Context: an optimization exercise on an open-source flow, tuned for small area and a short achievable clock period. The choices shown serve that exercise and are no tape-out recipe.

purple:
==> flow/design.v (excerpt) <==
module mdu_ctrl
(
    input  logic        clk,
    input  logic        reset,
    input  logic        start,
    input  logic [2:0]  op,
    input  logic        we,
    input  logic [31:0] in1,
    input  logic [31:0] in2,
    output logic        busy,
    output logic [31:0] hi,
    output logic [31:0] lo
);
    logic        busy_q;      
    logic        idle_q;      
    logic [3:0]  cnt_q;
    logic [31:0] hi_q, lo_q;
    logic        mul_q;       
    logic        sgn_q;       
    logic        sa_q;        
    logic        bp_q;        
    logic [31:0] a_q;         
    logic [36:0] x_q;         
    logic [31:0] d_q;         
    localparam int BLK = 7;
    localparam int F1  = 7;
    localparam int F2  = 4;
    localparam int F3  = 4;
    localparam int F4  = 4;
    logic [32:0] m;
    logic        sb;
    logic        first, last;
    logic [35:0] x1, s1;      
    logic [36:2] x2, s2;      
    logic [38:1] x3, s3;      
    logic [40:0] x4, s4;      
    logic        one1, one2, one3, one4;
    logic        two1, two2, two3, two4;
    logic        dv1, dv2, dv3, dv4;
    logic        neg1, neg2, neg3, neg4;
    logic        g1, g2, g3, g4;    
    logic        accept;
    logic        commit;
    logic        div0;
    logic        nq, nr;
    logic [31:0] a_neg;
    logic [31:0] r_fix;
    logic [31:0] r_res;
    assign m     = {sgn_q & d_q[31], d_q};
    assign sb    = sgn_q & d_q[31];
    assign first = (cnt_q == 4'd0);
    assign last  = mul_q ? (cnt_q == 4'd4) : (cnt_q == 4'd9);
    function automatic logic [2:0] booth(input logic b2, input logic b1, input logic b0);
        booth = {b1 ^ b0, (b2 & ~b1 & ~b0) | (~b2 & b1 & b0), b2 & ~(b1 & b0)};
    endfunction
    assign x1 = {x_q[35:4], mul_q ? x_q[3:0] : a_q[31:28]};
    assign x2 = {s1[35], s1[35:2]};
    assign x3 = {{2{s2[36]}}, s2[36:2], s1[1]};
    assign x4 = {{2{s3[38]}}, s3[38:1], s1[0]};
    assign g1 = ~s1[35];
    assign g2 = ~s2[34];
    assign g3 = ~s3[33];
    assign g4 = ~s4[32];
    always_comb begin
        {one1, two1, dv1, neg1} = 4'b0000;
        {one2, two2, dv2, neg2} = 4'b0000;
        {one3, two3, dv3, neg3} = 4'b0000;
        {one4, two4, dv4, neg4} = 4'b0000;
        if (mul_q) begin
  ...
Size: about 1700 cells after synthesis, roughly 180 flip-flops, ~140 I/O pins.
==> module mdu_ctrl, before the edit <==
module mdu_ctrl
(
    input  logic        clk,
    input  logic        reset,
    input  logic        start,
    input  logic [2:0]  op,
    input  logic        we,
    input  logic [31:0] in1,
    input  logic [31:0] in2,
    output logic        busy,
    output logic [31:0] hi,
    output logic [31:0] lo
);
    logic        busy_q;      
    logic        idle_q;      
    logic [3:0]  cnt_q;
    logic [31:0] hi_q, lo_q;
    logic        mul_q;       
    logic        sgn_q;       
    logic        sa_q;        
    logic        bp_q;        
    logic [31:0] a_q;         
    logic [36:0] x_q;         
    logic [31:0] d_q;         
    localparam int BLK = 7;
    localparam int F1  = 7;
    localparam int F2  = 4;
    localparam int F3  = 4;
    localparam int F4  = 4;
    logic [32:0] m;
    logic        sb;
    logic        first, last;
    logic [35:0] x1, s1;      
    logic [36:2] x2, s2;      
    logic [38:1] x3, s3;      
    logic [40:0] x4, s4;      
    logic        one1, one2, one3, one4;
    logic        two1, two2, two3, two4;
    logic        dv1, dv2, dv3, dv4;
    logic        neg1, neg2, neg3, neg4;
    logic        g1, g2, g3, g4;    
    logic        accept;
    logic        commit;
    logic        div0;
    logic        nq, nr;
    logic [31:0] a_neg;
    logic [31:0] r_fix;
    logic [31:0] r_res;
    assign m     = {sgn_q & d_q[31], d_q};
    assign sb    = sgn_q & d_q[31];
    assign first = (cnt_q == 4'd0);
    assign last  = mul_q ? (cnt_q == 4'd4) : (cnt_q == 4'd9);
    function automatic logic [2:0] booth(input logic b2, input logic b1, input logic b0);
        booth = {b1 ^ b0, (b2 & ~b1 & ~b0) | (~b2 & b1 & b0), b2 & ~(b1 & b0)};
    endfunction
    assign x1 = {x_q[35:4], mul_q ? x_q[3:0] : a_q[31:28]};
    assign x2 = {s1[35], s1[35:2]};
    assign x3 = {{2{s2[36]}}, s2[36:2], s1[1]};
    assign x4 = {{2{s3[38]}}, s3[38:1], s1[0]};
    assign g1 = ~s1[35];
    assign g2 = ~s2[34];
    assign g3 = ~s3[33];
    assign g4 = ~s4[32];
    always_comb begin
        {one1, two1, dv1, neg1} = 4'b0000;
        {one2, two2, dv2, neg2} = 4'b0000;
        {one3, two3, dv3, neg3} = 4'b0000;
        {one4, two4, dv4, neg4} = 4'b0000;
        if (mul_q) begin
            if (last) begin
                one1 = ~sgn_q & bp_q;
            end else begin
                {one1, two1, neg1} = booth(a_q[1], a_q[0], bp_q);
                {one2, two2, neg2} = booth(a_q[3], a_q[2], a_q[1]);
                {one3, two3, neg3} = booth(a_q[5], a_q[4], a_q[3]);
                {one4, two4, neg4} = booth(a_q[7], a_q[6], a_q[5]);
            end
        end else begin
            if (last) begin
                one3 = x_q[36];
                neg3 = sb;
            end else begin
                dv1 = 1'b1; neg1 = ~x_q[36] ^ sb;
                dv2 = 1'b1; neg2 = g1 ^ sb;
                dv3 = 1'b1; neg3 = g2 ^ sb;
                dv4 = 1'b1; neg4 = g3 ^ sb;
            end
        end
    end
    mdu_arith #(.LO(0), .HI(35), .MOFF(0), .DOFF(3), .TOP(35), .F(F1), .BLK(BLK)) u_s1 (.x(x1), .m(m), .one(one1), .two(two1), .dv(dv1), .neg(neg1), .s(s1));
    mdu_arith #(.LO(2), .HI(36), .MOFF(2), .DOFF(2), .TOP(34), .F(F2), .BLK(BLK)) u_s2 (.x(x2), .m(m), .one(one2), .two(two2), .dv(dv2), .neg(neg2), .s(s2));
    mdu_arith #(.LO(1), .HI(38), .MOFF(4), .DOFF(1), .TOP(33), .F(F3), .BLK(BLK)) u_s3 (.x(x3), .m(m), .one(one3), .two(two3), .dv(dv3), .neg(neg3), .s(s3));
    mdu_arith #(.LO(0), .HI(40), .MOFF(6), .DOFF(0), .TOP(32), .F(F4), .BLK(BLK)) u_s4 (.x(x4), .m(m), .one(one4), .two(two4), .dv(dv4), .neg(neg4), .s(s4));
    function automatic logic [31:0] cneg(input logic [31:0] v, input logic n);
        logic t;
        t = 1'b0;
        for (int i = 0; i < 32; i++) begin
            cneg[i] = v[i] ^ t;
            t = t | (n & v[i]);
        end
    endfunction
    assign nq    = first ? (sgn_q & a_q[31]) : (!mul_q && (sa_q ^ sb));
    assign a_neg = cneg(a_q, nq);
    assign nr    = !mul_q && sa_q;
    assign r_fix = cneg(s3[35:4], nr);
    assign r_res = mul_q ? {s3[31:1], s1[0]} : r_fix;
    assign accept = idle_q && start && (op[2] == 1'b0);
    assign div0   = !mul_q && (d_q == 32'd0);
    assign commit = !idle_q && last && !div0;
    always_ff @(posedge clk or posedge reset) begin
        if (reset) begin
            busy_q <= 1'b0;
            idle_q <= 1'b1;
            cnt_q  <= 4'd0;
            hi_q   <= 32'd0;
            lo_q   <= 32'd0;
        end else begin
            if (!idle_q) begin
                busy_q <= !last;
                idle_q <= last;
                cnt_q  <= cnt_q + 4'd1;
            end else begin
                busy_q <= accept;
                idle_q <= !accept;
                cnt_q  <= 4'd0;
            end
            if (commit) begin
                hi_q <= r_res;
                lo_q <= a_neg;
            end else if (idle_q && !start && we) begin
                if (op == mdu_pkg::OP_MTHI) hi_q <= in1;
                if (op == mdu_pkg::OP_MTLO) lo_q <= in1;
            end
        end
    end
    always_ff @(posedge clk) begin
        if (idle_q) begin
            mul_q <= !op[1];
            sgn_q <= !op[0];
            bp_q  <= 1'b0;
            a_q   <= in1;
            x_q   <= 37'd0;
            d_q   <= in2;
        end else if (mul_q) begin
            bp_q <= a_q[7];
            a_q  <= {s4[7:0], a_q[31:8]};
            x_q  <= {{4{s4[40]}}, s4[40:8]};
        end else if (first) begin
            sa_q <= sgn_q & a_q[31];
            a_q  <= a_neg;
        end else begin
            a_q  <= {a_q[27:0], g1, g2, g3, g4};
            x_q  <= {s4[32:0], 4'd0};
        end
    end
    assign busy = busy_q;
    assign hi   = hi_q;
    assign lo   = lo_q;
endmodule
clock: 150.0 ns
lec_check: 0
abc_area: 1
cap_margin: 20
core_margin: 2
core_utilization: 40
slew_margin: 70
standard.sh (not shown) runs the stock make flow with config.mk's settings and CLKGATE_MAP_FILE= SYNTH_SCRIPT=/design/flow/synth_recipe.tcl, a recipe that flattens the netlist after the stock synthesis.
==> flow/flow/run.sh <==
#!/bin/bash
# Standard layout with two changes: the port buffers use the smallest plain
# buffer, and ABC's area script maps with &nf and leaves buffering to the
# placer. The ORFS scripts folder is mirrored with links, and only
# abc_area.script is replaced.
set -e
mkdir -p scripts
for f in "$FLOW_HOME"/scripts/*; do ln -sf "$f" scripts/; done
rm -f scripts/abc_area.script
cp flow/abc_area.script scripts/abc_area.script
export BUFFER_PORTS_ARGS="-buffer_cell sky130_fd_sc_hd__buf_1"
bash standard.sh SCRIPTS_DIR="$PWD/scripts" finish > standard.log 2>&1
==> flow/flow/abc_area.script <==
strash
&get -n
&dch
&nf -R 20
&put
topo
stime -c
upsize -c
dnsize -c
The following lists how orange was set up differently from purple:
--- a/flow/design.v
+++ b/flow/design.v
@@ -102,11 +102,11 @@
     logic [31:0] a_q;         
     logic [36:0] x_q;         
     logic [31:0] d_q;         
-    localparam int BLK = 7;
-    localparam int F1  = 7;
-    localparam int F2  = 4;
-    localparam int F3  = 4;
-    localparam int F4  = 4;
+    localparam int BLK = 11;
+    localparam int F1  = 2;
+    localparam int F2  = 10;
+    localparam int F3  = 10;
+    localparam int F4  = 10;
     logic [32:0] m;
     logic        sb;
     logic        first, last;
==> run summary <==
- orange went all the way through synthesis, placement and routing and the layout is clean on timing, DRC and antenna.
- Against purple, the final cell area of orange is lower.
- Looking at end of the critical path, the lo_q[12] result is from orange; the lo_q[29] one comes from purple.
- Re clock buffer count in the final layout: orange is 3 up on purple.
- Post-route met1 wirelength: orange vs purple up 490 um
- Against purple, orange comes in 0.49 points lower on fraction of the mapped netlist area in simple logic gates.
- Diff purple -> orange | XOR/XNOR share of the synthesized area | decrease of 0.51 points
- From purple to orange the numbers moved as follows: critical path depth has decreased, largest net degree at the start of global routing has decreased.
Function was not checked in any run of this note: the RTL went through the layout flow alone.

==> static timing again, ports no longer ideal <==
No port has a modelled driver above. Below, the same layouts with a new extraction and two added sets of constraints. Step 1: set_driving_cell puts a clkbuf_16 on clk and a buf_2 on each other input, an assumption about the parent block. Step 2 adds t to the input delays and takes it off the output delays; t is the mean of the earliest and latest rising clock arrival at the registers after step 1. Input paths then give back, and output paths get back, about the clock's delay inside the block. Slacks: no drivers / after step 1 / after step 2; pairs: no drivers / after step 1.
| run | t (ns) | setup WS [ns] | worst data-port slew with drivers (ns) |
|---|---|---|---|
| purple | 0.518 | 118.369 / 118.404 / 117.886 | 0.05 |
| orange | 0.523 | 118.329 / 118.364 / 117.841 | 0.04 |
After both steps every run listed still meets setup and hold. For orange, which loses most, drivers alone change the setup slack by +0.035 ns; drivers and shift together by -0.488 ns.
